Context: an optimization exercise on an open-source flow, tuned for small area and a short achievable clock period. The choices shown serve that exercise and are no tape-out recipe. The RTL was checked by simulation tests, not by an equivalence proof against the original design. Power figures rest on the tool's default switching activity, not on a simulated workload.

$ cat flow/run.sh
#!/bin/bash
# Standard ORFS layout with smaller port buffers (buf_1) and a clock tree without dummy loads.
export BUFFER_PORTS_ARGS="-buffer_cell sky130_fd_sc_hd__buf_1"
export CTS_ARGS="-sink_clustering_enable -repair_clock_nets -dont_use_dummy_load -sink_clustering_size 30 -sink_clustering_max_diameter 60 -buf_list {sky130_fd_sc_hd__clkbuf_8 sky130_fd_sc_hd__clkbuf_16}"
bash standard.sh > standard.log 2>&1
$ cat design.v
module branch_predictor #(
    parameter int ENTRIES = 16,
    parameter int TAG_W   = 10
) (
    input  logic        clk,
    input  logic        rst_n,
    input  logic        f_valid,
    input  logic [63:0] f_pc,
    output logic        pred_taken,
    output logic [63:0] pred_target,
    input  logic        u_valid,
    input  logic        u_is_branch,
    input  logic [63:0] u_pc,
    input  logic        u_taken,
    input  logic [63:0] u_target,
    input  logic        u_pred_taken,
    input  logic [63:0] u_pred_target,
    output logic        mispredict,
    output logic [63:0] redirect_pc,
    output logic [31:0] branch_count,
    output logic [31:0] mispredict_count
);
    localparam int IDX_W = $clog2(ENTRIES);
    logic             tbl_valid  [ENTRIES];
    logic [TAG_W-1:0] tbl_tag    [ENTRIES];
    logic [63:0]      tbl_target [ENTRIES];
    logic [1:0]       tbl_ctr    [ENTRIES];
    logic [IDX_W-1:0] f_idx;
    logic [TAG_W-1:0] f_tag;
    logic [IDX_W-1:0] u_idx;
    logic [TAG_W-1:0] u_tag;
    logic             u_hit;
    logic             upd_en;
    logic             mis_cond;
    assign f_idx = f_pc[IDX_W+1:2];
    assign f_tag = f_pc[IDX_W+2 +: TAG_W];
    assign u_idx = u_pc[IDX_W+1:2];
    assign u_tag = u_pc[IDX_W+2 +: TAG_W];
    logic [ENTRIES*TAG_W-1:0] tag_flat;
    logic [ENTRIES*64-1:0]    tgt_flat;
    logic [ENTRIES-1:0]       taken_bit;
    for (genvar g = 0; g < ENTRIES; g++) begin : g_flat
        assign tag_flat[g*TAG_W +: TAG_W] = tbl_tag[g];
        assign tgt_flat[g*64 +: 64]       = tbl_target[g];
        assign taken_bit[g]               = tbl_valid[g] && tbl_ctr[g][1];
    end
    branch_predictor_lookup #(.ENTRIES(ENTRIES), .TAG_W(TAG_W)) u_lookup (
        .f_valid    (f_valid),
        .f_pc       (f_pc),
        .tag_flat   (tag_flat),
        .tgt_flat   (tgt_flat),
        .taken_bit  (taken_bit),
        .pred_taken (pred_taken),
        .pred_target(pred_target)
    );
    always_comb begin
        upd_en   = u_valid && u_is_branch;
        u_hit    = tbl_valid[u_idx] && (tbl_tag[u_idx] == u_tag);
        mis_cond = upd_en && ((u_taken != u_pred_taken) ||
                              (u_taken && (u_target != u_pred_target)));
    end
    always_ff @(posedge clk or negedge rst_n) begin
        if (!rst_n) begin
            for (int i = 0; i < ENTRIES; i++) begin
                tbl_valid[i] <= 1'b0;
                tbl_ctr[i]   <= 2'b01;
            end
        end else if (upd_en) begin
            if (u_hit) begin
                if (u_taken && tbl_ctr[u_idx] != 2'b11)
                    tbl_ctr[u_idx] <= tbl_ctr[u_idx] + 2'd1;
                else if (!u_taken && tbl_ctr[u_idx] != 2'b00)
                    tbl_ctr[u_idx] <= tbl_ctr[u_idx] - 2'd1;
            end else if (u_taken) begin
                tbl_valid[u_idx] <= 1'b1;
                tbl_ctr[u_idx]   <= 2'b10;
            end
        end
    end
    always_ff @(posedge clk) begin
        if (upd_en && u_taken) begin
            tbl_tag[u_idx]    <= u_tag;
            tbl_target[u_idx] <= u_target;
        end
    end
    logic [32:0] bc_inc, mc_inc;
    assign bc_inc = {1'b0, branch_count} + 33'd1;
    assign mc_inc = {1'b0, mispredict_count} + 33'd1;
    always_ff @(posedge clk or negedge rst_n) begin
        if (!rst_n) begin
            mispredict       <= 1'b0;
            redirect_pc      <= 64'd0;
            branch_count     <= 32'd0;
            mispredict_count <= 32'd0;
        end else begin
            mispredict <= mis_cond;
            if (upd_en) begin
                redirect_pc <= u_taken ? u_target : u_pc + 64'd4;
                if (!bc_inc[32])
                    branch_count <= bc_inc[31:0];
            end
            if (mis_cond && !mc_inc[32])
                mispredict_count <= mc_inc[31:0];
        end
    end
endmodule
module branch_predictor_lookup #(
    parameter int ENTRIES = 16,
    parameter int TAG_W   = 10
) (
    input  logic                     f_valid,
    input  logic [63:0]              f_pc,
    input  logic [ENTRIES*TAG_W-1:0] tag_flat,
    input  logic [ENTRIES*64-1:0]    tgt_flat,
    input  logic [ENTRIES-1:0]       taken_bit,
    output logic                     pred_taken,
    output logic [63:0]              pred_target
);
    localparam int IDX_W = $clog2(ENTRIES);
    logic [IDX_W-1:0]   f_idx;
    logic [TAG_W-1:0]   f_tag;
    logic [ENTRIES-1:0] f_dec;
    logic [ENTRIES-1:0] f_match;
    logic [63:0]        f_tgt;
    logic [63:0]        f_inc;
    assign f_idx = f_pc[IDX_W+1:2];
    assign f_tag = f_pc[IDX_W+2 +: TAG_W];
    for (genvar g = 0; g < ENTRIES; g++) begin : g_fsel
        assign f_dec[g]   = (f_idx == g);
        assign f_match[g] = taken_bit[g] && (tag_flat[g*TAG_W +: TAG_W] == f_tag);
    end
    always_comb begin
        f_tgt = '0;
        for (int i = 0; i < ENTRIES; i++)
            f_tgt = f_tgt | ({64{f_dec[i]}} & tgt_flat[i*64 +: 64]);
        f_inc       = {f_pc[63:2] + 62'd1, f_pc[1:0]};
        pred_taken  = f_valid && |(f_dec & f_match);
        pred_target = pred_taken ? f_tgt : f_inc;
    end
endmodule
$ cat constraint.sdc
create_clock -name core_clock -period 6.5 [get_ports {clk}]
set_input_delay 1.3000 -clock core_clock [delete_from_list [all_inputs] [get_ports {clk}]]
set_output_delay 1.3000 -clock core_clock [all_outputs]
set_load 0.01 [all_outputs]
$ cat config.mk
export PLATFORM = sky130hd
export DESIGN_NAME = branch_predictor
export DESIGN_NICKNAME = branch_predictor
export VERILOG_FILES = /design/flow/design.v
export SDC_FILE = /design/flow/constraint.sdc
export NUM_CORES = 4
export LEC_CHECK = 0
export CAP_MARGIN = 20
export CORE_MARGIN = 2
export CORE_UTILIZATION = 60
export CTS_BUF_LIST = sky130_fd_sc_hd__clkbuf_8 sky130_fd_sc_hd__clkbuf_16
export CTS_CLUSTER_DIAMETER = 60
export CTS_CLUSTER_SIZE = 30
export SETUP_SLACK_MARGIN = 1.7
export SLEW_MARGIN = 20
export SYNTH_HIERARCHICAL = 1
$ cat standard.sh
#!/bin/bash
# synth_recipe.tcl (not shown) runs the flow's synth.tcl, then flattens the netlist and writes it again
# the make line also repeats each setting of config.mk as NAME=value (left out here)
make -C /OpenROAD-flow-scripts/flow DESIGN_CONFIG=/design/flow/config.mk WORK_HOME=/design/flow/orfs CLKGATE_MAP_FILE= SYNTH_SCRIPT=/design/flow/synth_recipe.tcl "${@:-finish}"
==> results of run 1 <==
## worst min-delay path, stage by stage, from the launching register on
cell and delay [ps]:
dfrtp_1 350, nand2_1 50, o21ai_0 60
## layout make-up
class,instances,area (um2),area share
Sequential cell,1361,40000,0.612
Multi-Input combinational cell,2121,16900,0.258
Timing Repair Buffer,683,4480,0.0685
Clock buffer,92,2300,0.0352
Tap cell,1265,1580,0.0242
Inverter,32,130,0.00199
Antenna cell,4,10.0,0.000153
## power groups by stage
stage / logic [mW] / registers [mW] / clock network, mW
detailed placement: 1.49 / 10.0 / 0
CTS: 1.57 / 9.81 / 5.21
global placement: 1.47 / 9.99 / 0
floorplan: 0.663 / 10.0 / 0
global route: 1.69 / 9.83 / 5.49
finish: 1.62 / 9.82 / 5.23
## logic make-up (layout without fill, tap and decap cells)
family | Yosys count | in the layout | share of synthesized area
mux | 172 | 172 | 0.0410
fa+ha+maj | 10 | 10 | 0.00218
xor+xnor | 405 | 405 | 0.0619
simple gates | 827 | 835 | 0.0819
flops | 1361 | 1361 | 0.698
compound gates | 699 | 699 | 0.0932
other cells | 0 | 4 | 0
buf+inv | 252 | 807 | 0.0223
## metrics by stage
step                hold WS (ps)  area [um2]  utilization  instances
detailed placement           469       61300        0.646       5391
finish                       488       65400        0.689       5558
floorplan                    445       57400            -       3726
global placement             464       61300        0.646       5391
global route                 508       65400        0.689       5556
CTS                          488       65100        0.686       5547
## repair_timing
item	CTS	global route
pin swaps	25	6
gates cloned	14	2
resized for setup	232	47
endpoints found under the setup margin	65	88
buffers inserted	50	4
## layer usage
metal | global-route usage | routed length, um
met4 | 0.166 | 9320
met3 | 0.113 | 28100
met2 | 0.617 | 90100
met1 | 0.557 | 73400
met5 | 0 | 49
## final timing paths
check / start / end / cells after the start
worst max-delay path: f_pc[13] / pred_target[31] / 11
worst min-delay path: redirect_pc[1]$_DFFE_PN0P_ / redirect_pc[1]$_DFFE_PN0P_ / 2
worst max register to register: tbl_tag[10][2]$_DFFE_PP_ / tbl_ctr[8][1]$_DFFE_PN0P_ / 8
worst min register to register: redirect_pc[1]$_DFFE_PN0P_ / redirect_pc[1]$_DFFE_PN0P_ / 2
max in group asynchronous: rst_n / mispredict_count[25]$_DFFE_PN0P_ / 2
min in group asynchronous: rst_n / redirect_pc[5]$_DFFE_PN0P_ / 2
## state kept, by name, summed over array words and instances, names as in the netlist
signal and flops:
mispredict_count 32, mispredict 1, tbl_target 1024, tbl_ctr 32, tbl_valid 16, branch_count 32
redirect_pc 64, tbl_tag 160
## Yosys cell counts, types with 4 or more instances
library cell	n
nor2_1	140
and3b_1	8
buf_2	49
nor4_2	6
nand2_1	135
and3_1	50
dfrtp_1	161
nand3_1	121
buf_1	61
xnor2_1	309
mux2i_1	71
nand4_1	162
buf_6	21
a22o_1	133
xor2_1	96
clkbuf_1	70
nor4_1	30
nor2b_1	4
mux2_4	17
ha_1	10
buf_4	13
a221oi_1	129
dfstp_2	16
mux2_2	44
a22oi_1	274
edfxtp_1	1184
o22ai_1	12
o21bai_1	16
nor4_4	12
and2_1	30
o21ai_0	59
mux4_2	39
nor3_1	63
nand2b_1	4
a21oi_1	49
and4_1	31
inv_1	31
==> metrics.md, run 1 <==
| Metric | Value |
|---|---|
| TritonCTS clock tree | yes |
| Clock sink count | 1361 |
| Slew HR | 0.189 |
| Area added between synthesis and finish | 14.0% |
| DRT iter0 DRCs | 6301 |
| Clock-pin slew on the worst setup and hold paths | 70 ps |
| Core Area | roughly 0.095 mm2 |
| CTS Buffer Depth | 3 |
| Tot Pwr | 16.7 mW |
| Tmin final | roughly 5000 ps |
| Top_reg_cell synth | edfxtp_1 |
| Setup ws final | 1540 ps |
| Most frequent cells in the layout | edfxtp_1, buf_1, xnor2_1, a22oi_1, nand4_1 |
| Crit path DAT | approximately 3700 ps |
| Critical path required time | around 5200 ps |
| Fillcell total | approximately 6400 |
| Seq cells post-synth | 1361 |
| Total die area | roughly 0.098 mm2 |
| Critical Path End Type | output pin |
| Die Ht | between 300 and 400 um |
| Largest net degree at the start of global routing | 178 |
| Slowest-stage cell, CP | mux2_4 |
| Antenna viol nets, final | 0 |
| Fmax | 202 MHz |
| RSZ-0062 raised after global routing | true |
| Final setup TNS | 0 ps |
| GP Congestion | 1.01 |
| Vias | 39100 |
| Mapped Cells | 3726 |
| Final hold viol count | 0 |
| Sequential power share | 0.589 |
| Synth Warn # | 10 |
| FFs w/ async S/R, synth | 0.130 |
| DP HPWL | roughly 120 mm |
| Sequential area share after synthesis | 0.698 |
| Nets | 4564 |
| Pleak | 21.3 nW |
| VDD IR max | 0.000198 V |
| Top Family by Delay on Critical Path | buffers and inverters |
| GRT Overall Usage | 0.405 |
| Power Internal | 12.7 mW |
| Clock group share of total power | 0.314 |
| Crit path max fanout | 19 |
| Initial antenna violation count | 13 |
| Power Density | 255 mW/mm2 |
| Commonest non-fill, non-tap cell in the layout | edfxtp_1 |
| Final setup viols | 0 |
| Hold-fix buffers at CTS | 0 |
| Router iterations before antenna repair | 8 |
| Max-slew violations | 0 |
| Combinational fraction of design power | 0.097 |
| Mean post-synth cell area | 15.4 um2 |
| IO buf count | 456 |
| Critical path startpoint category | primary input |
| Clk latency of the worst-skew pair | 690 ps |
| Post-route clock period utilization | 0.763 |
| Starting Density | 0.605 |
| Largest cells by area after synthesis | edfxtp_1, dfrtp_1, xnor2_1 |
| Reg2reg setup slack | 2760 ps |
| CP peak stage delay | 320 ps |
| Yosys cell types | 77 |
| Psw | 3.96 mW |
| CTS root buf | clkbuf_16 |
| Worst slack, placed | 604 ps |
| H-tree levels | 3 |
| Worst hold path type | flop to flop |
| GR Overflow Total | 0 |
| Sw Ratio | 0.238 |
| Total wire length | about 200 mm |
| IO Pins | 457 |
| First-pass GRT wire length | 280 mm |
| Measured slew at the worst slew-check pin | 1220 ps |
| Worst path buffer plus inverter count | 5 |
| DR WL/cell | 36.2 um |
| Post-Syn Area | 0.0574 mm2 |
| Synth top area share | 0.620 |
| Horiz. Die Dim | approximately 310 um |
| Synthesized net count | approximately 4000 |
| Critical path cell sequence | buf_1 -> buf_8 -> xnor2_2 -> nand4_1 -> nor3_2 -> nor4_2 -> a41oi_4 -> buf_12 -> buf_16 -> mux2_4 -> buf_6 |
| FP Rows | around 110 |
| Post-synth EDFFs | 1184 |
| Clock Skews | 78.7 ps |
| Status | timing/DRC/antenna clean |
| Area leader, netlist | edfxtp_1 |
| Maxcap violations | 0 |
| Share of layout cells above drive strength 1 | 0.157 |
| Setup CP Type | primary input to output pin |
| DRC | 0 |
| Vias per inst | ~7 |
| TritonCTS Buffers | 92 |
| Vias in the first global route | 38100 |
==> inputs of run 2 (changes only) <==
--- a/config.mk
+++ b/config.mk
@@ -11,6 +11,7 @@
 export CTS_BUF_LIST = sky130_fd_sc_hd__clkbuf_8 sky130_fd_sc_hd__clkbuf_16
 export CTS_CLUSTER_DIAMETER = 60
 export CTS_CLUSTER_SIZE = 30
-export SETUP_SLACK_MARGIN = 1.7
+export SETUP_SLACK_MARGIN = 2.1
 export SLEW_MARGIN = 20
 export SYNTH_HIERARCHICAL = 1
+export TNS_END_PERCENT = 35
==> metrics.md, run 2 <==
| Metric | Value |
|---|---|
| Seq cells post-synth | 1361 |
| Horiz. Die Dim | 313 um |
| DRT iter0 DRCs | 6340 |
| Hold-fix buffers at CTS | 0 |
| Clock-pin slew on the worst setup and hold paths | 70 ps |
| Tot Pwr | 16.7 mW |
| Maxcap violations | 0 |
| Vias per inst | 6.97 |
| Largest register FFs | 1024 |
| Area added between synthesis and finish | 14.0% |
| Critical path required time | 5200 ps |
| Final setup viols | 0 |
| Crit path max fanout | 8 |
| Largest cells by area after synthesis | edfxtp_1, dfrtp_1, xnor2_1 |
| Post-Syn Area | 0.0574 mm2 |
| TritonCTS Buffers | 95 |
| First-pass GRT wire length | 275 mm |
| Router iterations before antenna repair | 8 |
| Clock sink count | 1361 |
| Post-synth EDFFs | around 1200 |
| Synth Warn # | 10 |
| Final setup TNS | 0 ps |
| Crit path DAT | 3720 ps |
| H-tree levels | 3 |
| DR WL/cell | approximately 35 um |
| Synthesized net count | 3999 |
| CTS Buffer Depth | 3 |
| Vias | between 30000 and 40000 |
| Total die area | 0.0981 mm2 |
| Synth cell count leaders | edfxtp_1, xnor2_1, a22oi_1 |
| RSZ-0062 raised after global routing | true |
| Critical Path End Type | output pin |
| Max-slew violations | 0 |
| Clock Skews | approximately 66 ps |
| Synth top area share | 0.620 |
| Slowest-stage cell, CP | a41oi_4 |
| Cell with the most instances after synthesis | edfxtp_1 |
| Sequential area share after synthesis | 0.698 |
| Tmin final | approximately 5000 ps |
| Mapped Cells | 3726 |
| GR Overflow Total | 0 |
| Initial antenna violation count | 18 |
| Most frequent cells in the layout | edfxtp_1, buf_1, xnor2_1, a22oi_1, nand4_1 |
| DP HPWL | 121 mm |
| FFs w/ async S/R, synth | 0.130 |
| GP Congestion | 0.994 |
| Yosys cell types | slightly below 80 |
| Power Density | 255 mW/mm2 |
| Final hold viol count | 0 |
| Worst hold path type | flop to flop |
| VDD IR max | 0.000216 V |
| TritonCTS clock tree | yes |
| Biggest register | tbl_target |
| Nets | 4549 |
| Post-route clock period utilization | 0.772 |
| Slew HR | 0.214 |
| Setup CP Type | primary input to output pin |
| Commonest non-fill, non-tap cell in the layout | edfxtp_1 |
| Fmax | between 150 and 200 MHz |
| Clk latency of the worst-skew pair | 710 ps |
| Total wire length | 196 mm |
| Critical path startpoint category | primary input |
| Fin Hold WS | 486 ps |
| IO buf count | 456 |
| Core Area | 0.0949 mm2 |
| Vias in the first global route | 37900 |
| Share of layout cells above drive strength 1 | 0.150 |
| GRT Overall Usage | 0.396 |
| Top_reg_cell synth | edfxtp_1 |
| Measured slew at the worst slew-check pin | roughly 1200 ps |
| Pleak | 21.3 nW |
| Most frequent cell on the critical path | buf_6 |
| Largest net degree at the start of global routing | 108 |
| Area leader, netlist | edfxtp_1 |
| Critical path cell sequence | buf_6 -> bufbuf_16 -> and3b_4 -> nand4_1 -> nor3_2 -> nor4_4 -> a41oi_4 -> buf_6 -> buf_16 -> buf_8 -> mux2_4 -> buf_6 |
| Antenna viol nets, final | 0 |
| CP peak stage delay | 340 ps |
| Fillcell total | 6423 |
| Mean post-synth cell area | approximately 15 um2 |
| Status | timing/DRC/antenna clean |
| Die Ht | 313 um |
| FP Rows | 113 |
| Largest registers | tbl_target: 1024 flops, tbl_tag: 160 flops, redirect_pc: 64 flops |
| IO Pins | ~460 |
| Starting Density | 0.605 |
| CTS root buf | clkbuf_16 |
| DRC | 0 |
==> run 2: worst paths after layout <==
path | from | to | slack (ps) | cells past startpoint
worst min register to register | redirect_pc[43]$_DFFE_PN0P_ | redirect_pc[43]$_DFFE_PN0P_ | 490 | 2
worst max-delay path | f_pc[4] | pred_target[32] | 1480 | 12
min in group asynchronous | rst_n | branch_count[21]$_DFFE_PN0P_ | 680 | 1
worst min-delay path | redirect_pc[43]$_DFFE_PN0P_ | redirect_pc[43]$_DFFE_PN0P_ | 490 | 2
max in group asynchronous | rst_n | redirect_pc[62]$_DFFE_PN0P_ | 4770 | 2
worst max register to register | tbl_tag[11][8]$_DFFE_PP_ | tbl_ctr[1][1]$_DFFE_PN0P_ | 2890 | 9
==> run 2: where the power goes <==
group	switching (mW)	total, mW	internal (mW)
combinational	1.06	1.59	0.534
sequential	0.137	9.81	9.67
clock	2.71	5.29	2.57
total	3.91	16.7	12.8
==> run 2: repair_timing <==
| action | 4_1_cts | 5_1_grt |
|---|---|---|
| resized for setup | 167 | 113 |
| cloned | 7 | 2 |
| pin swaps | 27 | 19 |
| hold endpoints to repair | 0 | 0 |
| buffers inserted | 31 | 19 |
| setup endpoints to repair | 97 | 106 |
==> run 2: cell type report <==
cell class	count	area, um2	share of cell area
inverters	32	140	0.00214
repair buffers	672	4510	0.0690
flip-flops and latches	1361	40000	0.612
well taps	1265	1580	0.0242
diodes	8	20.0	0.000306
multi-input cells	2114	16800	0.256
clock buffers	95	2380	0.0364
==> run 2: per-layer routing <==
metal | up-vias | track usage | part of all wire
li1 | 15800 | - | -
met1 | 19400 | 0.553 | 0.37
met2 | 3057 | 0.608 | 0.46
met3 | 370 | 0.102 | 0.14
met4 | 12 | 0.143 | 0.038
met5 | - | 0 | 0.00041
==> run 2: cell families after synthesis <==
family	synth area share
xor gates and xnor gates	0.0619
buffers and inverters	0.0223
and+or+nand+nor	0.0819
AOI/OAI and AO/OA	0.0932
DFF	0.698
adders and majority gates	0.00218
muxes	0.0410
==> run 2: critical path, delay by kind of cell <==
family,cells,cell delay [ps]
buffers and inverters,6,980
multiplexers,1,310
AO/OA/AOI/OAI,1,340
AND/OR/NAND/NOR,4,770
==> run 2: per-stage QoR <==
stage	setup WS (ps)	instance area, um2	utilization	std cells
floorplan	1580	57400	-	3726
global placement	818	61300	0.647	5385
detailed placement	779	61300	0.647	5385
CTS	1540	64800	0.683	5518
global route	1460	65400	0.689	5544
finish	1480	65400	0.689	5547
==> inputs of run 3 (changes only) <==
--- a/config.mk
+++ b/config.mk
@@ -11,7 +11,8 @@
 export CTS_BUF_LIST = sky130_fd_sc_hd__clkbuf_8 sky130_fd_sc_hd__clkbuf_16
 export CTS_CLUSTER_DIAMETER = 60
 export CTS_CLUSTER_SIZE = 30
-export SETUP_SLACK_MARGIN = 2.1
+export PLACE_DENSITY = 0.7
+export SETUP_SLACK_MARGIN = 1.7
 export SLEW_MARGIN = 20
 export SYNTH_HIERARCHICAL = 1
 export TNS_END_PERCENT = 35
==> metrics.md, run 3 <==
| Metric | Value |
|---|---|
| Mean post-synth cell area | 15.4 um2 |
| TritonCTS clock tree | yes |
| Synth top area share | 0.620 |
| Worst r2r src | tbl_tag[8][6]$_DFFE_PP_ |
| Crit. Startpoint | f_pc[8] |
| Register area | between 0.04 and 0.05 mm2 |
| Setup ws final | 1510 ps |
| Synth Warn # | 10 |
| Core Area | 0.0949 mm2 |
| Maxcap violations | 0 |
| Total die area | around 0.1 mm2 |
| IO buf count | 456 |
| Fillcell total | 6365 |
| Final setup viols | 0 |
| Biggest register | tbl_target |
| IO Pins | 457 |
| Area added between synthesis and finish | 16.0% |
| Status | timing/DRC/antenna clean |
| RSZ-0062 raised after global routing | true |
| Post-route cell area | approximately 0.067 mm2 |
| DR WL/cell | 37.2 um |
| Final hold viol count | 0 |
| Post-synth EDFFs | 1184 |
| Vias per inst | ~7 |
| Synth cell count leaders | edfxtp_1, xnor2_1, a22oi_1 |
| Critical path startpoint category | primary input |
| Vias | approximately 40000 |
| Largest net degree at the start of global routing | 130 |
| Area leader, netlist | edfxtp_1 |
| Total wire length | 209 mm |
| FFs w/ async S/R, synth | 0.130 |
| Crit path DAT | 3690 ps |
| Largest cells by area after synthesis | edfxtp_1, dfrtp_1, xnor2_1 |
| Pleak | 21.8 nW |
| Crit path max fanout | 11 |
| Worst hold path type | flop to flop |
| Power Density | 254 mW/mm2 |
| Mapped Cells | 3726 |
| Worst Min Path Start | redirect_pc[18]$_DFFE_PN0P_ |
| Vias in the first global route | ~38000 |
| Router iterations before antenna repair | 6 |
| CTS root buf | clkbuf_16 |
| DRC | 0 |
| Clock Skews | 94.0 ps |
| Reg2reg setup slack | 2640 ps |
| Initial antenna violation count | 20 |
| Tot Pwr | around 17 mW |
| Largest registers | tbl_target: 1024 flops, tbl_tag: 160 flops, redirect_pc: 64 flops |
| GP Congestion | 0.972 |
| Final setup TNS | 0 ps |
| Synthesized net count | 3999 |
| Largest register FFs | between 1000 and 1500 |
| FP Rows | 113 |
| Post-route clock period utilization | 0.768 |
| Cell with the most instances after synthesis | edfxtp_1 |
| Seq cells post-synth | 1361 |
| Horiz. Die Dim | 313 um |
| Area after DPL | ~0.061 mm2 |
| Share of layout cells above drive strength 1 | 0.155 |
| Yosys cell types | between 70 and 80 |
| VDD IR max | approximately 0.00019 V |
| GRT Overall Usage | 0.421 |
| Top_reg_cell synth | edfxtp_1 |
| DRT iter0 DRCs | roughly 7300 |
| Clock-pin slew on the worst setup and hold paths | 40 ps |
| H-tree levels | 3 |
| Antenna viol nets, final | 0 |
| Tmin final | 4990 ps |
| Nets | 4619 |
| Multi-input logic area | 0.0169 mm2 |
| Critical Path End Type | output pin |
| Clk latency of the worst-skew pair | 710 ps |
| First-pass GRT wire length | approximately 290 mm |
| Measured slew at the worst slew-check pin | 1290 ps |
| Most frequent cells in the layout | edfxtp_1, buf_1, a22oi_1, xnor2_1, buf_4 |
| TritonCTS Buffers | 98 |
| Slew HR | 0.140 |
| Worst slack, placed | 824 ps |
| GR Overflow Total | 0 |
| Util after Layout | 0.701 |
| Starting Density | 0.605 |
| Sequential area share after synthesis | 0.698 |
| Setup CP Type | primary input to output pin |
| Fmax | 200 MHz |
| Die Ht | 313 um |
| CTS Buffer Depth | 3 |
| Post-Syn Area | 0.0574 mm2 |
| Max-slew violations | 0 |
| DP HPWL | 124 mm |
| Commonest non-fill, non-tap cell in the layout | edfxtp_1 |
| Critical path required time | 5200 ps |
| Clock sink count | 1361 |
-- run 3: metal layers --
metal | share of wire | track usage
met1 | 0.35 | 0.585
met3 | 0.16 | 0.120
met4 | 0.060 | 0.207
met5 | 0.00042 | 0
met2 | 0.43 | 0.618
-- run 3: layout make-up --
type	instances	share of cell area
Sequential cell	1361	0.601
Multi-Input combinational cell	2115	0.254
Timing Repair Buffer	738	0.0812
Clock buffer	98	0.0369
Tap cell	1265	0.0238
Inverter	32	0.00199
Antenna cell	11	0.000414
-- run 3: critical path, stage by stage --
cell	delay, ps
buf_2	140
buf_12	170
xnor2_4	220
nand4_1	250
nor3_2	320
nor4_2	100
a41oi_4	280
buf_12	200
buf_16	190
mux2_4	360
buf_6	130
-- run 3: what timing repair did --
item / 4_1_cts / 5_1_grt
endpoints found under the setup margin: 76 / 75
hold buffers: 0 / 0
pin swaps: 50 / 25
gates cloned: 26 / 5
setup buffers: 71 / 10
resized for setup: 196 / 46
-- run 3: cells by family after synthesis --
kind of cell / synth area share
flip-flops: 0.698
AND/OR/NAND/NOR: 0.0819
AO/OA/AOI/OAI: 0.0932
XOR/XNOR: 0.0619
buffers and inverters: 0.0223
multiplexers: 0.0410
adder cells (fa/ha/maj): 0.00218
-- run 3: where the power goes --
part | total, mW | internal [mW] | leakage, nW | switching [mW]
sequential | 9.81 | 9.67 | 12.9 | 0.135
clock | 5.46 | 2.65 | 1.21 | 2.81
combinational | 1.66 | 0.570 | 7.71 | 1.09
total | 16.9 | 12.9 | 21.8 | 4.03
-- run 3: final timing paths --
path                                                    to  cells past startpoint
max                                         pred_target[2]                     11
min                            redirect_pc[18]$_DFFE_PN0P_                      2
max reg2reg                      tbl_ctr[4][1]$_DFFE_PN0P_                      8
min reg2reg                    redirect_pc[18]$_DFFE_PN0P_                      2
max in group asynchronous      redirect_pc[52]$_DFFE_PN0P_                      2
min in group asynchronous  mispredict_count[9]$_DFFE_PN0P_                      1
-- run 3: through the flow --
step	hold WS, ps	cells
2_1_floorplan	445	3726
6_report	475	5620
3_3_place_gp	459	5396
4_1_cts	478	5594
3_5_place_dp	468	5399
5_1_grt	497	5611
==> inputs of run 4 (changes only) <==
==> flow/run.sh (replaced) <==
#!/bin/bash
# Standard ORFS layout with smaller port buffers (buf_1) and a clock tree without dummy loads.
export BUFFER_PORTS_ARGS="-buffer_cell sky130_fd_sc_hd__buf_1"
export CTS_ARGS="-sink_clustering_enable -repair_clock_nets -dont_use_dummy_load -sink_clustering_size 30 -sink_clustering_max_diameter 60 -buf_list {sky130_fd_sc_hd__clkbuf_8 sky130_fd_sc_hd__clkbuf_16}"
bash standard.sh MATCH_CELL_FOOTPRINT=0 finish > standard.log 2>&1
--- a/config.mk
+++ b/config.mk
@@ -11,7 +11,6 @@
 export CTS_BUF_LIST = sky130_fd_sc_hd__clkbuf_8 sky130_fd_sc_hd__clkbuf_16
 export CTS_CLUSTER_DIAMETER = 60
 export CTS_CLUSTER_SIZE = 30
-export PLACE_DENSITY = 0.7
 export SETUP_SLACK_MARGIN = 1.7
 export SLEW_MARGIN = 20
 export SYNTH_HIERARCHICAL = 1
==> metrics.md, run 4 <==
| Metric | Value |
|---|---|
| GR Overflow Total | 0 |
| Max-slew violations | 0 |
| Starting Density | 0.605 |
| Clock sink count | 1361 |
| CTS Buffer Depth | 3 |
| Largest register FFs | 1024 |
| Clk latency of the worst-skew pair | 690 ps |
| Worst path buffer plus inverter count | 5 |
| Antenna viol nets, final | 0 |
| Most frequent cells in the layout | edfxtp_1, buf_1, xnor2_1, a22oi_1, nand4_1 |
| GRT Overall Usage | 0.405 |
| Die Ht | 313 um |
| Router iterations before antenna repair | 6 |
| Critical path required time | 5200 ps |
| Fillcell total | approximately 6500 |
| Clock Skews | 77.7 ps |
| VDD IR max | approximately 0.0002 V |
| Status | timing/DRC/antenna clean |
| Slew HR | 0.178 |
| Tot Pwr | 16.6 mW |
| Share of layout cells above drive strength 1 | 0.144 |
| TritonCTS clock tree | yes |
| Crit path DAT | between 3000 and 4000 ps |
| Synth cell count leaders | edfxtp_1, xnor2_1, a22oi_1 |
| Biggest register | tbl_target |
| IO buf count | roughly 460 |
| Top Family by Delay on Critical Path | buffers and inverters |
| Synthesized net count | 3999 |
| Largest cells by area after synthesis | edfxtp_1, dfrtp_1, xnor2_1 |
| First-pass GRT wire length | 280 mm |
| Setup CP Type | primary input to output pin |
| Slowest-stage cell, CP | a221oi_1 |
| Tmin final | 4990 ps |
| Crit path max fanout | 11 |
| IO Pins | approximately 460 |
| Post-Layout Cell Count | 5554 |
| Synth Warn # | 10 |
| Horiz. Die Dim | 313 um |
| Multi-input logic area | 0.0168 mm2 |
| Pleak | 21.1 nW |
| Seq cells post-synth | 1361 |
| Critical path startpoint category | primary input |
| Fmax | between 200 and 250 MHz |
| Critical path cell sequence | buf_12 -> clkinv_8 -> ha_4 -> and3b_4 -> buf_12 -> buf_4 -> a22o_1 -> a221oi_1 -> nand4_1 -> mux2_4 -> buf_1 |
| Clock-pin slew on the worst setup and hold paths | 40 ps |
| Nets | 4559 |
| Maxcap violations | 0 |
| Vias | 39100 |
| Post-route clock period utilization | 0.768 |
| Final setup viols | 0 |
| Yosys cell types | just under 80 |
| Area leader, netlist | edfxtp_1 |
| Area added between synthesis and finish | 13.4% |
| Final setup TNS | 0 ps |
| Sequential area share after synthesis | 0.698 |
| DP HPWL | 124 mm |
| DR WL/cell | 36.1 um |
| Post-Syn Area | roughly 0.057 mm2 |
| Largest net degree at the start of global routing | between 150 and 200 |
| Final hold viol count | 0 |
| Total wire length | 201 mm |
| Core Area | 0.0949 mm2 |
| H-tree levels | 3 |
| Register area | 0.0400 mm2 |
| Synth top area share | 0.620 |
| Commonest non-fill, non-tap cell in the layout | edfxtp_1 |
| Most frequent cell on the critical path | buf_12 |
| FFs w/ async S/R, synth | 0.130 |
| DRT iter0 DRCs | 6380 |
| Measured slew at the worst slew-check pin | 1230 ps |
| Worst hold path type | flop to flop |
| DRC | 0 |
| Critical Path End Type | output pin |
| Cell with the most instances after synthesis | edfxtp_1 |
| Vias per inst | 7.04 |
| Mean post-synth cell area | 15.4 um2 |
| Mapped Cells | 3726 |
| Total die area | 0.0981 mm2 |
| Top_reg_cell synth | edfxtp_1 |
| CP peak stage delay | 410 ps |
| Initial antenna violation count | 11 |
| Vias in the first global route | 38000 |
| GP Congestion | 1.01 |
| CTS root buf | clkbuf_16 |
| Post-synth EDFFs | approximately 1200 |
| TritonCTS Buffers | 92 |
| Largest registers | tbl_target: 1024 flops, tbl_tag: 160 flops, redirect_pc: 64 flops |
| RSZ-0062 raised after global routing | true |
| Placed cells | 5391 |
| Power Density | 256 mW/mm2 |
| FP Rows | between 100 and 150 |
run 4: layer usage:
layer / up-vias / wire, um / global-route usage
met3: 418 / 28800 / 0.109
met1: 19800 / 72400 / 0.558
met4: 6 / 9010 / 0.157
met5: - / 43 / 0
met2: 3104 / 90400 / 0.622
li1: 15800 / - / -
run 4: logic make-up after synthesis:
group                      share of synthesized area
adders and majority gates                    0.00218
AOI/OAI and AO/OA                             0.0932
xor gates and xnor gates                      0.0619
muxes                                         0.0410
and+or+nand+nor                               0.0819
buffers and inverters                         0.0223
DFF                                            0.698
run 4: area by class of cell:
type,instances,area share
Sequential cell,1361,0.615
Multi-Input combinational cell,2121,0.258
Timing Repair Buffer,678,0.0648
Inverter,32,0.00216
Tap cell,1265,0.0243
Clock buffer,92,0.0354
Antenna cell,5,0.000192
run 4: per-stage QoR:
step                hold slack [ps]  area (um2)  worst slack [ps]   util
finish                          487       65000              1510  0.685
global route                    508       65000              1490  0.685
CTS                             488       64800              1600  0.683
detailed placement              469       61300               604  0.646
global placement                464       61300               737  0.646
floorplan                       445       57400              1580      -
run 4: repair_timing:
action / in CTS / in global routing
setup buffers: 48 / 4
setup endpoints to repair: 65 / 88
cloned: 13 / 0
pin swaps: 24 / 6
hold buffers: 0 / 0
resized for setup: 163 / 52
run 4: final timing paths:
path | start | to | slack, ps | depth (start not counted)
worst min-delay path | redirect_pc[38]$_DFFE_PN0P_ | redirect_pc[38]$_DFFE_PN0P_ | 490 | 2
worst min register to register | redirect_pc[38]$_DFFE_PN0P_ | redirect_pc[38]$_DFFE_PN0P_ | 490 | 2
min in group asynchronous | rst_n | tbl_ctr[2][1]$_DFFE_PN0P_ | 860 | 2
worst max-delay path | f_pc[2] | pred_target[56] | 1510 | 11
worst max register to register | tbl_tag[11][6]$_DFFE_PP_ | tbl_ctr[8][1]$_DFFE_PN0P_ | 2740 | 8
max in group asynchronous | rst_n | mispredict_count[25]$_DFFE_PN0P_ | 4870 | 2
run 4: where the power goes:
part	switching [mW]	internal, mW
registers	0.141	9.67
logic	1.08	0.523
clock network	2.73	2.49
total	3.95	12.7
run 4: worst register-to-register path: stages (launching register included):
cell and delay, ps:
edfxtp_1 430, mux4_2 510, a22oi_1 320, a21oi_1 130, nor4_1 590, and4bb_4 380, a41oi_4 330, nor4_1 590
mux2_2 390
==> inputs of run 5 (changes only) <==
==> flow/run.sh (replaced) <==
#!/bin/bash
# Standard ORFS layout with smaller port buffers (buf_1) and a clock tree without dummy loads.
export BUFFER_PORTS_ARGS="-buffer_cell sky130_fd_sc_hd__buf_1"
export CTS_ARGS="-sink_clustering_enable -repair_clock_nets -dont_use_dummy_load -sink_clustering_size 30 -sink_clustering_max_diameter 60 -buf_list {sky130_fd_sc_hd__clkbuf_8 sky130_fd_sc_hd__clkbuf_16}"
bash standard.sh MATCH_CELL_FOOTPRINT=0 RECOVER_POWER=50 finish > standard.log 2>&1
==> metrics.md, run 5 <==
| Metric | Value |
|---|---|
| Synth top area share | 0.620 |
| Maxcap violations | 12 |
| Critical path startpoint category | primary input |
| TritonCTS Buffers | 92 |
| VDD IR max | 0.000199 V |
| Fillcell total | 6550 |
| Mapped Cells | 3726 |
| GR Overflow Total | 0 |
| Nets | roughly 4600 |
| Critical path required time | about 6900 ps |
| Synthesized net count | 3999 |
| Crit path DAT | 5590 ps |
| CTS Buffer Depth | 3 |
| Clock Skews | 73.0 ps |
| Power Density | 257 mW/mm2 |
| Final setup viols | 0 |
| Starting Density | 0.605 |
| Antenna viol nets, final | 0 |
| Area added between synthesis and finish | 13.0% |
| Crit path max fanout | 22 |
| Layout violations | max-capacitance violations, max-slew violations |
| Area leader, netlist | edfxtp_1 |
| FFs w/ async S/R, synth | 0.130 |
| Largest registers | tbl_target: 1024 flops, tbl_tag: 160 flops, redirect_pc: 64 flops |
| Final setup TNS | 0 ps |
| CP peak stage delay | 1100 ps |
| IO Pins | 457 |
| RSZ-0062 raised after global routing | true |
| Worst path buffer plus inverter count | 2 |
| DRT iter0 DRCs | approximately 6500 |
| Mean post-synth cell area | 15.4 um2 |
| FP Rows | 113 |
| Clock sink count | 1361 |
| Measured slew at the worst slew-check pin | 4240 ps |
| Critical path cell sequence | buf_1 -> clkbuf_1 -> and3_1 -> nand2_1 -> nor4_1 -> nand4_1 -> nor3_1 -> xor2_1 -> mux2i_1 -> o21ai_0 |
| DP HPWL | 124 mm |
| Hold path depth | 2 |
| Total wire length | 201 mm |
| Pleak | around 21 nW |
| Vias per inst | 7.03 |
| Max-slew violations | around 320 |
| Largest net degree at the start of global routing | roughly 180 |
| Worst hold path type | flop to flop |
| Total die area | around 0.098 mm2 |
| Vias | 39000 |
| Commonest non-fill, non-tap cell in the layout | edfxtp_1 |
| Die Ht | 313 um |
| Synth Warn # | 10 |
| DRC | 0 |
| CTS root buf | clkbuf_16 |
| Tmin final | 5230 ps |
| Initial antenna violation count | 12 |
| Final hold viol count | 0 |
| TritonCTS clock tree | yes |
| Status | finished with violations |
| Tot Pwr | 16.6 mW |
| Setup CP Type | primary input to flop |
| Clock-pin slew on the worst setup and hold paths | ~70 ps |
| Biggest register | tbl_target |
| Post-route clock period utilization | 0.805 |
| Synth cell count leaders | edfxtp_1, xnor2_1, a22oi_1 |
| Horiz. Die Dim | 313 um |
| Cell with the most instances after synthesis | edfxtp_1 |
| Vias in the first global route | 38000 |
| Top_reg_cell synth | edfxtp_1 |
| Router iterations before antenna repair | 6 |
| Largest register FFs | 1024 |
| Slowest-stage cell, CP | clkbuf_1 |
| Yosys cell types | 77 |
| Hold-fix buffers at CTS | 0 |
| Slew HR | -1.83 |
| Fmax | roughly 190 MHz |
| Share of layout cells above drive strength 1 | 0.130 |
| Crit. path cell count | 10 |
| Top Family by Delay on Critical Path | simple AND/OR/NAND/NOR gates |
| Clk latency of the worst-skew pair | ~700 ps |
| Reg2reg path depth | 9 |
| Critical Path End Type | flop |
| Most frequent cells in the layout | edfxtp_1, buf_1, xnor2_1, a22oi_1, nand4_1 |
| Largest cells by area after synthesis | edfxtp_1, dfrtp_1, xnor2_1 |
| GP Congestion | 1.01 |
| GRT Overall Usage | 0.405 |
| Post-Syn Area | 0.0574 mm2 |
| Core Area | approximately 0.095 mm2 |
| H-tree levels | 3 |
| Seq cells post-synth | 1361 |
| DR WL/cell | approximately 36 um |
| First-pass GRT wire length | between 200 and 300 mm |
| Sequential area share after synthesis | 0.698 |
| Post-synth EDFFs | 1184 |
| IO buf count | roughly 460 |
run 5: cell counts after synthesis:
Identical to the previous run, type by type.
run 5: area by class of cell:
cell class,count,area [um2],share of cell area
Timing Repair Buffer,678,4010,0.0618
Tap cell,1265,1580,0.0244
Clock buffer,92,2300,0.0355
Inverter,32,140,0.00216
Sequential cell,1361,40000,0.617
Antenna cell,3,7.51,0.000116
Multi-Input combinational cell,2121,16800,0.259
run 5: kinds of logic after synthesis:
| logic type | after synthesis | synth area share |
|---|---|---|
| buffers and inverters | 252 | 0.0223 |
| AO/OA/AOI/OAI | 699 | 0.0932 |
| XOR/XNOR | 405 | 0.0619 |
| AND/OR/NAND/NOR | 827 | 0.0819 |
| adder cells (fa/ha/maj) | 10 | 0.00218 |
| multiplexers | 172 | 0.0410 |
| flip-flops | 1361 | 0.698 |
run 5: final timing paths:
check	startpoint	endpoint	slack [ps]
max	u_pc[11]	redirect_pc[55]$_DFFE_PN0P_	1270
min	redirect_pc[1]$_DFFE_PN0P_	redirect_pc[1]$_DFFE_PN0P_	490
max reg2reg	tbl_tag[10][2]$_DFFE_PP_	tbl_ctr[11][1]$_DFFE_PN0P_	2640
min reg2reg	redirect_pc[1]$_DFFE_PN0P_	redirect_pc[1]$_DFFE_PN0P_	490
max in group asynchronous	rst_n	mispredict_count[25]$_DFFE_PN0P_	4810
min in group asynchronous	rst_n	redirect_pc[5]$_DFFE_PN0P_	870
run 5: where the power goes:
| group | internal (mW) | switching (mW) |
|---|---|---|
| Clock | 2.49 | 2.72 |
| Sequential | 9.68 | 0.141 |
| Combinational | 0.510 | 1.08 |
run 5: timing repair:
item,4_1_cts,5_1_grt
pin swaps,24,6
gates resized for setup,163,52
gates cloned,13,0
buffers inserted,48,4
endpoints found under the setup margin,65,88
run 5: routing by layer:
layer / wire length [um] / part of all wire / track usage / vias to the layer above
met5: 43 / 0.00021 / 0 / -
met2: 89400 / 0.45 / 0.622 / 3150
met3: 29000 / 0.14 / 0.109 / 450
met4: 9750 / 0.049 / 0.157 / 6
met1: 72300 / 0.36 / 0.558 / 19600
li1: - / - / - / 15800
run 5: metrics by stage:
| stage | instance area [um2] | util | hold WS [ps] | setup slack (ps) | cells |
|---|---|---|---|---|---|
| floorplan | 57400 | - | 445 | 1580 | 3726 |
| global placement | 61300 | 0.646 | 464 | 737 | 5391 |
| detailed placement | 61300 | 0.646 | 469 | 604 | 5391 |
| CTS | 64800 | 0.683 | 488 | 1600 | 5544 |
| global route | 64800 | 0.683 | 508 | 1060 | 5550 |
| finish | 64800 | 0.683 | 486 | 1270 | 5552 |
run 5: worst min-delay path, stage by stage, from the launching register on:
cell and delay (ps):
dfrtp_1 350, nand2_1 50, o21ai_0 60
==> inputs of run 6 (changes only) <==
==> flow/run.sh (replaced) <==
#!/bin/bash
# Standard ORFS layout with smaller port buffers (buf_1) and a clock tree without dummy loads.
export BUFFER_PORTS_ARGS="-buffer_cell sky130_fd_sc_hd__buf_1"
export CTS_ARGS="-sink_clustering_enable -repair_clock_nets -dont_use_dummy_load -sink_clustering_size 30 -sink_clustering_max_diameter 60 -buf_list {sky130_fd_sc_hd__clkbuf_8 sky130_fd_sc_hd__clkbuf_16}"
bash standard.sh > standard.log 2>&1
--- a/config.mk
+++ b/config.mk
@@ -7,7 +7,7 @@
 export LEC_CHECK = 0
 export CAP_MARGIN = 20
 export CORE_MARGIN = 2
-export CORE_UTILIZATION = 60
+export CORE_UTILIZATION = 57
 export CTS_BUF_LIST = sky130_fd_sc_hd__clkbuf_8 sky130_fd_sc_hd__clkbuf_16
 export CTS_CLUSTER_DIAMETER = 60
 export CTS_CLUSTER_SIZE = 30
==> metrics.md, run 6 <==
| Metric | Value |
|---|---|
| Status | timing/DRC/antenna clean |
| Placed cells | ~5400 |
| Multi-input logic area | ~0.017 mm2 |
| Post-route cell area | 0.0657 mm2 |
| Area added between synthesis and finish | 14.5% |
| DP HPWL | 122 mm |
| Worst hold path type | flop to flop |
| Util after Layout | 0.658 |
| Most frequent cells in the layout | edfxtp_1, buf_1, xnor2_1, a22oi_1, nand4_1 |
| Vias per inst | 6.88 |
| TritonCTS Buffers | 90 |
| Largest register FFs | 1024 |
| Initial antenna violation count | 12 |
| Nets | between 4000 and 5000 |
| Critical path required time | 5200 ps |
| Tmin final | 5030 ps |
| Total wire length | about 200 mm |
| Fmax | 199 MHz |
| Worst slack, placed | 869 ps |
| GP Congestion | 1.01 |
| Fillcell total | 7067 |
| Synth top area share | 0.620 |
| Final setup TNS | 0 ps |
| Vias | just under 40000 |
| DR WL/cell | 35.2 um |
| Synth cell count leaders | edfxtp_1, xnor2_1, a22oi_1 |
| Pleak | 21.4 nW |
| Mapped Cells | 3726 |
| Yosys cell types | 77 |
| Final setup viols | 0 |
| Horiz. Die Dim | 321 um |
| Fin Hold WS | 492 ps |
| Clock-pin slew on the worst setup and hold paths | approximately 60 ps |
| FP Rows | 116 |
| Tot Pwr | 16.6 mW |
| Commonest non-fill, non-tap cell in the layout | edfxtp_1 |
| Starting Density | 0.574 |
| Post-Layout Cell Count | 5593 |
| Clock sink count | approximately 1400 |
| Synthesized net count | 3999 |
| Clk latency of the worst-skew pair | 680 ps |
| DRC | 0 |
| Cell with the most instances after synthesis | edfxtp_1 |
| CTS root buf | clkbuf_16 |
| Register area | 0.0400 mm2 |
| Core Area | 0.0999 mm2 |
| H-tree levels | 3 |
| Power Density | 252 mW/mm2 |
| Setup CP Type | primary input to output pin |
| RSZ-0062 raised after global routing | true |
| Final hold viol count | 0 |
| IO Pins | ~460 |
| Sequential area share after synthesis | 0.698 |
| TritonCTS clock tree | yes |
| Crit path max fanout | 6 |
| Max-slew violations | 0 |
| Total die area | 0.103 mm2 |
| Synth Warn # | 10 |
| Vias in the first global route | 37400 |
| Router iterations before antenna repair | 6 |
| Seq cells post-synth | between 1000 and 1500 |
| GRT Overall Usage | 0.376 |
| Measured slew at the worst slew-check pin | 1140 ps |
| First-pass GRT wire length | 274 mm |
| Critical Path End Type | output pin |
| Setup ws final | 1470 ps |
| Largest cells by area after synthesis | edfxtp_1, dfrtp_1, xnor2_1 |
| Top_reg_cell synth | edfxtp_1 |
| Share of layout cells above drive strength 1 | 0.155 |
| Biggest register | tbl_target |
| Largest registers | tbl_target: 1024 flops, tbl_tag: 160 flops, redirect_pc: 64 flops |
| Critical path startpoint category | primary input |
| FFs w/ async S/R, synth | 0.130 |
| Post-route clock period utilization | 0.774 |
| VDD IR max | between 0.0002 and 0.00025 V |
| Mean post-synth cell area | around 15 um2 |
| Crit path DAT | 3730 ps |
| Post-Syn Area | 0.0574 mm2 |
| Maxcap violations | 0 |
| Area leader, netlist | edfxtp_1 |
| Clock Skews | ~67 ps |
| Area after DPL | between 0.06 and 0.07 mm2 |
| Post-synth EDFFs | 1184 |
| GR Overflow Total | 0 |
| Antenna viol nets, final | 0 |
| Largest net degree at the start of global routing | 178 |
| CTS Buffer Depth | 3 |
| Slew HR | 0.238 |
| DRT iter0 DRCs | 5814 |
| Die Ht | 321 um |
| IO buf count | roughly 460 |
==> run 6: cell counts after synthesis <==
No cell type changed its count.
==> run 6: where the power goes <==
part           switching [mW]  internal (mW)  total [mW]  leakage, nW
sequential              0.140           9.67        9.81         12.9
combinational            1.06          0.544        1.60         7.38
clock                    2.72           2.44        5.16         1.11
==> run 6: what timing repair did <==
item	in CTS	in global routing
pin swaps	35	28
setup buffers	49	19
resized for setup	189	87
endpoints found under the setup margin	65	80
hold buffers	0	0
cloned	8	7
hold endpoints to repair	0	0
==> run 6: worst max-delay path, stage by stage <==
cell	delay, ps
buf_4	170
buf_12	160
xnor2_2	240
nand4_1	260
nor3_2	240
nor4_2	90
a41oi_4	230
buf_12	150
buf_16	120
buf_12	110
buf_12	120
buf_16	130
mux2i_1	210
buf_2	170
==> run 6: kinds of logic (layout without fill, tap and decap cells) <==
logic type,count (synthesis),in the layout,share of synthesized area
adders and majority gates,10,10,0.00218
xor gates and xnor gates,405,405,0.0619
DFF,1361,1361,0.698
AOI/OAI and AO/OA,699,699,0.0932
buffers and inverters,252,815,0.0223
other,0,5,0
muxes,172,172,0.0410
and+or+nand+nor,827,828,0.0819
==> run 6: area by class of cell <==
| cell class | instances | area share |
|---|---|---|
| Multi-Input combinational cell | 2114 | 0.257 |
| Antenna cell | 5 | 0.000191 |
| Clock buffer | 90 | 0.0343 |
| Timing Repair Buffer | 693 | 0.0728 |
| Inverter | 32 | 0.00210 |
| Tap cell | 1298 | 0.0247 |
| Sequential cell | 1361 | 0.609 |
==> run 6: worst paths after layout <==
check	startpoint	to	slack (ps)	cells past startpoint
worst max register to register	tbl_tag[10][0]$_DFFE_PP_	tbl_ctr[9][1]$_DFFE_PN0P_	2730	9
max in group asynchronous	rst_n	mispredict_count[0]$_DFFE_PN0P_	4890	2
worst min-delay path	redirect_pc[61]$_DFFE_PN0P_	redirect_pc[61]$_DFFE_PN0P_	490	2
worst min register to register	redirect_pc[61]$_DFFE_PN0P_	redirect_pc[61]$_DFFE_PN0P_	490	2
worst max-delay path	f_pc[15]	pred_target[59]	1470	14
min in group asynchronous	rst_n	branch_count[0]$_DFFE_PN0P_	830	2
==> run 6: layer usage <==
layer / up-vias / global-route usage / share of wire
li1: 15800 / - / -
met1: 19600 / 0.524 / 0.38
met2: 2755 / 0.579 / 0.46
met3: 330 / 0.102 / 0.13
met4: 0 / 0.126 / 0.036
met5: - / 0 / 0
==> inputs of run 7 (changes only) <==
--- a/config.mk
+++ b/config.mk
@@ -7,11 +7,11 @@
 export LEC_CHECK = 0
 export CAP_MARGIN = 20
 export CORE_MARGIN = 2
-export CORE_UTILIZATION = 57
+export CORE_UTILIZATION = 60
 export CTS_BUF_LIST = sky130_fd_sc_hd__clkbuf_8 sky130_fd_sc_hd__clkbuf_16
 export CTS_CLUSTER_DIAMETER = 60
 export CTS_CLUSTER_SIZE = 30
-export SETUP_SLACK_MARGIN = 1.7
+export SETUP_SLACK_MARGIN = 1.55
 export SLEW_MARGIN = 20
 export SYNTH_HIERARCHICAL = 1
 export TNS_END_PERCENT = 35
==> metrics.md, run 7 <==
| Metric | Value |
|---|---|
| Maxcap violations | 0 |
| Power Internal | 12.7 mW |
| Mux share of post-synthesis cell area | 0.0410 |
| Largest net degree at the start of global routing | 178 |
| Largest cells by area after synthesis | edfxtp_1, dfrtp_1, xnor2_1 |
| Router iterations before antenna repair | 7 |
| Total die area | between 0.09 and 0.1 mm2 |
| Largest registers | tbl_target: 1024 flops, tbl_tag: 160 flops, redirect_pc: 64 flops |
| Die Ht | 313 um |
| Commonest non-fill, non-tap cell in the layout | edfxtp_1 |
| Seq cells post-synth | 1361 |
| Pleak | ~21 nW |
| Final setup TNS | 0 ps |
| First-pass GRT wire length | 277 mm |
| Status | timing/DRC/antenna clean |
| IO buf count | around 460 |
| Synth Area in Compound Gates | 0.0932 |
| Most frequent cells in the layout | edfxtp_1, buf_1, xnor2_1, a22oi_1, nand4_1 |
| Post-route cell area | roughly 0.065 mm2 |
| Cell with the most instances after synthesis | edfxtp_1 |
| GR Overflow Total | 0 |
| Largest family of logic cells by synthesized area | compound AO/OA/AOI/OAI gates |
| VDD IR max | 0.000220 V |
| Combinational fraction of design power | 0.095 |
| Largest register FFs | 1024 |
| Psw | between 3 and 4 mW |
| Synthesized net count | 3999 |
| XOR/XNOR Fraction of Synth Area | 0.0619 |
| Top_reg_cell synth | edfxtp_1 |
| Power Density | 256 mW/mm2 |
| Synth top area share | 0.620 |
| Placed cells | 5367 |
| Setup CP Type | primary input to output pin |
| Vias in the first global route | between 30000 and 40000 |
| Yosys cell types | 77 |
| Hold-fix buffers at CTS | 0 |
| H-tree levels | 3 |
| Area added between synthesis and finish | 13.0% |
| Final setup viols | 0 |
| Vias per inst | just over 7 |
| CTS Buffer Depth | 3 |
| Sequential power share | 0.592 |
| Metal3 WL | 28.8 mm |
| TritonCTS clock tree | yes |
| Starting Density | 0.605 |
| DRC | 0 |
| Horiz. Die Dim | 313 um |
| TritonCTS Buffers | 91 |
| Clock sink count | 1361 |
| Sequential area share after synthesis | 0.698 |
| Sw Ratio | 0.236 |
| Slew HR | 0.217 |
| Critical Path End Type | output pin |
| IO Pins | between 400 and 500 |
| DR WL/cell | roughly 36 um |
| Area leader, netlist | edfxtp_1 |
| Post-Syn Area | 0.0574 mm2 |
| Crit path max fanout | 64 |
| Adder and majority cell fraction of the synthesized area | 0.00218 |
| Total wire length | about 200 mm |
| Util after Layout | 0.683 |
| Clock Skews | 72.2 ps |
| GP Congestion | around 1.0 |
| Post-route clock period utilization | 0.770 |
| Mapped Cells | 3726 |
| Clk latency of the worst-skew pair | 690 ps |
| FP Rows | between 100 and 150 |
| GRT Overall Usage | 0.402 |
| Clock group share of total power | 0.312 |
| Synth cell count leaders | edfxtp_1, xnor2_1, a22oi_1 |
| DRT iter0 DRCs | between 6000 and 7000 |
| Area after DPL | just over 0.06 mm2 |
| Met2 routed WL | 89.3 mm |
| Post-Layout Cell Count | 5509 |
| Fmax | 200 MHz |
| Max Used Layer | met5 |
| Tmin final | 5010 ps |
| Share of layout cells above drive strength 1 | 0.130 |
| Max-slew violations | 0 |
| Post-synth EDFFs | about 1200 |
| Vias | just under 40000 |
| Tot Pwr | around 17 mW |
| Post-Synth Simple-Gate Area | 0.0819 |
| Initial antenna violation count | 25 |
| DP HPWL | ~120 mm |
| Measured slew at the worst slew-check pin | 1160 ps |
| Met1 Wirelength | about 72 mm |
| Synth Warn # | 10 |
| FFs w/ async S/R, synth | 0.130 |
| Fillcell total | 6566 |
| Critical path startpoint category | primary input |
| Nets | 4509 |
| Crit path DAT | 3710 ps |
| Core Area | around 0.095 mm2 |
| CTS root buf | clkbuf_16 |
| RSZ-0062 raised after global routing | true |
| Critical path required time | 5200 ps |
| Antenna viol nets, final | 0 |
| Clock-pin slew on the worst setup and hold paths | 50 ps |
| Reg2reg setup slack | 2450 ps |
| Worst hold path type | flop to flop |
| Final hold viol count | 0 |
| Mean post-synth cell area | approximately 15 um2 |
| Biggest register | tbl_target |
==> run 7: cell counts after synthesis <==
No cell type changed its count.
==> run 7: metal layers <==
metal,vias up,track usage
met1,19600,0.564
met2,3094,0.610
met3,410,0.109
li1,15700,-
met5,-,0
met4,18,0.146
==> run 7: power groups by stage <==
stage               sequential [mW]  combinational [mW]  clock [mW]
floorplan                      10.0               0.662           0
global placement               9.98                1.46           0
detailed placement             9.99                1.47           0
CTS                            9.80                1.51        5.20
global route                   9.82                1.65        5.48
finish                         9.81                1.58        5.17
==> run 7: area by class of cell <==
class                   instances  area, um2  area share
clock buffers                  91       2280      0.0351
flip-flops and latches       1361      40000       0.617
well taps                    1265       1580      0.0244
inverters                      32        128     0.00197
diodes                         10       25.0    0.000386
repair buffers                637       4030      0.0622
multi-input cells            2113      16800       0.259
==> run 7: kinds of logic (layout without fill, tap and decap cells) <==
logic type / Yosys count / after routing
mux: 172 / 172
simple gates: 827 / 827
buf+inv: 252 / 760
compound gates: 699 / 699
flops: 1361 / 1361
fa+ha+maj: 10 / 10
other cells: 0 / 10
xor+xnor: 405 / 405
==> run 7: per-stage QoR <==
step	hold WS, ps	worst slack, ps
floorplan	445	410
global placement	464	452
detailed placement	470	435
CTS	487	1520
global route	504	1480
finish	485	1490
==> run 7: timing repair <==
| action | CTS | global route |
|---|---|---|
| gates resized for setup | 88 | 71 |
| setup endpoints to repair | 64 | 65 |
| gates cloned | 7 | 4 |
| pin swaps | 11 | 30 |
| buffers inserted | 13 | 17 |
==> run 7: worst max-delay path, stage by stage <==
cell and delay [ps]:
buf_4 150, ha_4 200, nor3b_4 160, buf_4 140, buf_12 220, a22o_1 260
a221oi_1 240, nand4_1 420, mux2_4 410, buf_1 120
==> run 7: path summary, 6_finish.rpt <==
| path | endpoint | cells after the start | start |
|---|---|---|---|
| max | pred_target[57] | 10 | f_pc[3] |
| min | branch_count[5]$_DFFE_PN0P_ | 1 | branch_count[5]$_DFFE_PN0P_ |
| max reg2reg | tbl_ctr[11][1]$_DFFE_PN0P_ | 9 | tbl_tag[15][4]$_DFFE_PP_ |
| min reg2reg | branch_count[5]$_DFFE_PN0P_ | 1 | branch_count[5]$_DFFE_PN0P_ |
| max in group asynchronous | redirect_pc[35]$_DFFE_PN0P_ | 2 | rst_n |
| min in group asynchronous | branch_count[23]$_DFFE_PN0P_ | 2 | rst_n |
==> inputs of run 8 (changes only) <==
--- a/config.mk
+++ b/config.mk
@@ -11,7 +11,8 @@
 export CTS_BUF_LIST = sky130_fd_sc_hd__clkbuf_8 sky130_fd_sc_hd__clkbuf_16
 export CTS_CLUSTER_DIAMETER = 60
 export CTS_CLUSTER_SIZE = 30
-export SETUP_SLACK_MARGIN = 1.55
+export GPL_ROUTABILITY_DRIVEN = 0
+export SETUP_SLACK_MARGIN = 1.7
 export SLEW_MARGIN = 20
 export SYNTH_HIERARCHICAL = 1
 export TNS_END_PERCENT = 35
==> metrics.md, run 8 <==
| Metric | Value |
|---|---|
| Hold-fix buffers at CTS | 0 |
| Vias | 39600 |
| Post-Syn Area | 0.0574 mm2 |
| DRC | 0 |
| Clock Skews | 32.8 ps |
| VDD IR max | about 0.00021 V |
| Status | timing/DRC/antenna clean |
| Seq cells post-synth | 1361 |
| Tmin final | 5040 ps |
| TritonCTS clock tree | yes |
| IO Pins | between 400 and 500 |
| Met1 Wirelength | 73.1 mm |
| DRT iter0 DRCs | 5997 |
| Placed cells | 5382 |
| First-pass GRT wire length | 282 mm |
| Cell with the most instances after synthesis | edfxtp_1 |
| Synth Area in Compound Gates | 0.0932 |
| Total die area | 0.0981 mm2 |
| Critical path cell sequence | buf_2 -> buf_12 -> buf_4 -> xnor2_2 -> nand4_1 -> nor3_2 -> nor4_4 -> a41oi_4 -> buf_12 -> buf_12 -> buf_16 -> mux2_4 -> buf_6 |
| Met2 routed WL | between 90 and 100 mm |
| DR WL/cell | between 30 and 40 um |
| Starting Density | 0.605 |
| Yosys cell types | 77 |
| Setup CP Type | primary input to output pin |
| Share of layout cells above drive strength 1 | 0.159 |
| FP Rows | 113 |
| Final hold viol count | 0 |
| Measured slew at the worst slew-check pin | about 1100 ps |
| Mean post-synth cell area | ~15 um2 |
| H-tree levels | 3 |
| Synth Warn # | 10 |
| Final setup TNS | 0 ps |
| Fmax | between 150 and 200 MHz |
| Die Ht | approximately 310 um |
| Critical path startpoint category | primary input |
| Fillcell total | between 6000 and 7000 |
| Clk latency of the worst-skew pair | around 700 ps |
| Largest registers | tbl_target: 1024 flops, tbl_tag: 160 flops, redirect_pc: 64 flops |
| Core Area | 0.0949 mm2 |
| Worst Min Path Start | redirect_pc[18]$_DFFE_PN0P_ |
| Slew HR | 0.238 |
| Slowest-stage cell, CP | nor3_2 |
| FFs w/ async S/R, synth | 0.130 |
| Metal3 WL | 28.7 mm |
| CTS root buf | clkbuf_16 |
| Most frequent cells in the layout | edfxtp_1, buf_1, a22oi_1, xnor2_1, buf_4 |
| Worst hold path endpoint | redirect_pc[18]$_DFFE_PN0P_ |
| Largest cells by area after synthesis | edfxtp_1, dfrtp_1, xnor2_1 |
| Clock sink count | 1361 |
| Crit path DAT | 3740 ps |
| Post-route clock period utilization | 0.775 |
| Mux share of post-synthesis cell area | 0.0410 |
| Clock-pin slew on the worst setup and hold paths | 40 ps |
| Area leader, netlist | edfxtp_1 |
| Pleak | between 20 and 25 nW |
| Largest net degree at the start of global routing | 178 |
| Vias in the first global route | 38600 |
| Adder and majority cell fraction of the synthesized area | 0.00218 |
| Largest family of logic cells by synthesized area | compound AO/OA/AOI/OAI gates |
| GR Overflow Total | 0 |
| Crit path max fanout | 8 |
| Commonest non-fill, non-tap cell in the layout | edfxtp_1 |
| CTS Buffer Depth | 3 |
| Biggest register | tbl_target |
| Post-Synth Simple-Gate Area | 0.0819 |
| Crit. Startpoint | f_pc[7] |
| XOR/XNOR Fraction of Synth Area | 0.0619 |
| Post-synth EDFFs | 1184 |
| Router iterations before antenna repair | 6 |
| Critical Path End Type | output pin |
| DP HPWL | 121 mm |
| Worst r2r src | tbl_tag[11][6]$_DFFE_PP_ |
| Final setup viols | 0 |
| Max-slew violations | 0 |
| Top_reg_cell synth | edfxtp_1 |
| Antenna viol nets, final | 0 |
| Power Density | 255 mW/mm2 |
| Most frequent cell on the critical path | buf_12 |
| Hold path depth | 2 |
| Worst r2r dst | tbl_ctr[11][1]$_DFFE_PN0P_ |
| Synth cell count leaders | edfxtp_1, xnor2_1, a22oi_1 |
| Reg2reg path depth | 9 |
| Initial antenna violation count | 15 |
| Largest register FFs | about 1000 |
| Total wire length | 202 mm |
| Worst hold path type | flop to flop |
| Area added between synthesis and finish | 15.1% |
| Synth top area share | 0.620 |
| Nets | approximately 4600 |
| Maxcap violations | 0 |
| Sequential area share after synthesis | 0.698 |
| Max Used Layer | met5 |
| GRT Overall Usage | 0.407 |
| Mapped Cells | 3726 |
| CP peak stage delay | 350 ps |
| Synthesized net count | 3999 |
| Reg2reg setup slack | 2700 ps |
| Post-Layout Cell Count | 5582 |
| RSZ-0062 raised after global routing | true |
| Horiz. Die Dim | 313 um |
| TritonCTS Buffers | between 90 and 100 |
| IO buf count | 456 |
| Critical path required time | 5200 ps |
| Vias per inst | 7.09 |
## run 8: cell counts after synthesis
Identical to the previous run, type by type.
## run 8: cells by family after synthesis
kind of cell             count (synthesis)
flip-flops                            1361
AND/OR/NAND/NOR                        827
AO/OA/AOI/OAI                          699
XOR/XNOR                               405
buffers and inverters                  252
multiplexers                           172
adder cells (fa/ha/maj)                 10
## run 8: metal layers
layer	global-route usage	vias up
met3	0.112	545
met2	0.619	3198
met5	0	-
li1	-	15900
met1	0.562	20000
met4	0.163	8
## run 8: per-stage QoR
step	hold slack, ps	cell area [um2]	util	setup WS (ps)	power [mW]
floorplan	445	57400	-	1580	10.7
global placement	461	61300	0.646	949	11.4
detailed placement	471	61300	0.646	791	11.5
CTS	485	65300	0.689	1630	16.8
global route	507	66000	0.696	1470	17.3
finish	485	66000	0.696	1460	16.9
## run 8: report_power, final
group | internal, mW | switching, mW | leakage [nW] | total (mW)
registers | 9.67 | 0.137 | 12.9 | 9.81
logic | 0.549 | 1.10 | 7.52 | 1.65
clock network | 2.62 | 2.78 | 1.20 | 5.40
## run 8: area by class of cell
class	count	area (um2)	share of cell area
inverter	32	138	0.00208
timing repair buffer	706	4790	0.0726
multi-input combinational	2115	17100	0.259
antenna	6	15.0	0.000227
tap	1265	1580	0.0240
sequential	1361	40000	0.606
clock buffer	97	2430	0.0368
## run 8: critical path: cells and delay by family
kind / cells / cell delay (ps)
compound gates: 1 / 200
xor+xnor: 1 / 100
buf+inv: 7 / 1120
mux: 1 / 310
simple gates: 3 / 680
## run 8: what timing repair did
action                     4_1_cts  5_1_grt
setup buffers                   66       12
cloned                          13        4
setup endpoints to repair       65       84
pin swaps                       47       38
gates resized for setup        183       92
## run 8: worst max path at each step
| stage | end | slack (ps) | depth (start not counted) |
|---|---|---|---|
| CTS | pred_target[63] | 1630 | 8 |
| global route | pred_target[31] | 1470 | 12 |
| floorplan | tbl_tag[3][0]$_DFFE_PP_ | 1580 | 5 |
| global placement | pred_target[63] | 950 | 9 |
| detailed placement | pred_target[63] | 790 | 9 |
| finish | pred_target[31] | 1460 | 13 |

-- re-timing with driven ports --
How much do the figures lean on ideal ports? The routed layouts below were timed once more, with nothing changed but the port constraints.
Step 1 (the two cells are an assumption about what drives the block):
set clk [get_ports {clk}]
set_driving_cell -lib_cell sky130_fd_sc_hd__clkbuf_16 $clk
set_driving_cell -lib_cell sky130_fd_sc_hd__buf_2 [delete_from_list [all_inputs] $clk]
Step 2 adds t to the input delays and takes it off the output delays; t is the mean of the earliest and latest rising clock arrival at the registers after step 1. Input paths then give back, and output paths get back, about the clock's delay inside the block.
Slacks: ideal ports / drivers / drivers and shift; pairs: ideal ports / drivers.
run	shift t [ns]	slack for setup (ns)	hold slack, ns	slew at the worst register clock pin (ns)	pins driven straight from the clock port
run 1	0.736	1.543 / 1.498 / 1.066	0.488 / 0.488 / 0.488	0.11 / 0.11	1
run 2	0.742	1.485 / 1.447 / 1.400	0.486 / 0.486 / 0.486	0.10 / 0.10	1
run 3	0.741	1.510 / 1.471 / 1.020	0.475 / 0.475 / 0.475	0.10 / 0.10	1
run 4	0.739	1.506 / 1.443 / 0.977	0.487 / 0.487 / 0.487	0.11 / 0.11	1
run 5	0.739	1.270 / 1.314 / 0.575	0.486 / 0.486 / 0.486	0.11 / 0.11	1
run 6	0.734	1.471 / 1.429 / 1.051	0.492 / 0.492 / 0.492	0.10 / 0.10	1
run 7	0.730	1.494 / 1.451 / 0.909	0.485 / 0.485 / 0.485	0.11 / 0.11	1
run 8	0.739	1.462 / 1.436 / 1.055	0.485 / 0.485 / 0.485	0.11 / 0.11	1
The setup slack of run 5, which loses most, moves by +0.044 ns with the drivers and by -0.695 ns with both steps.
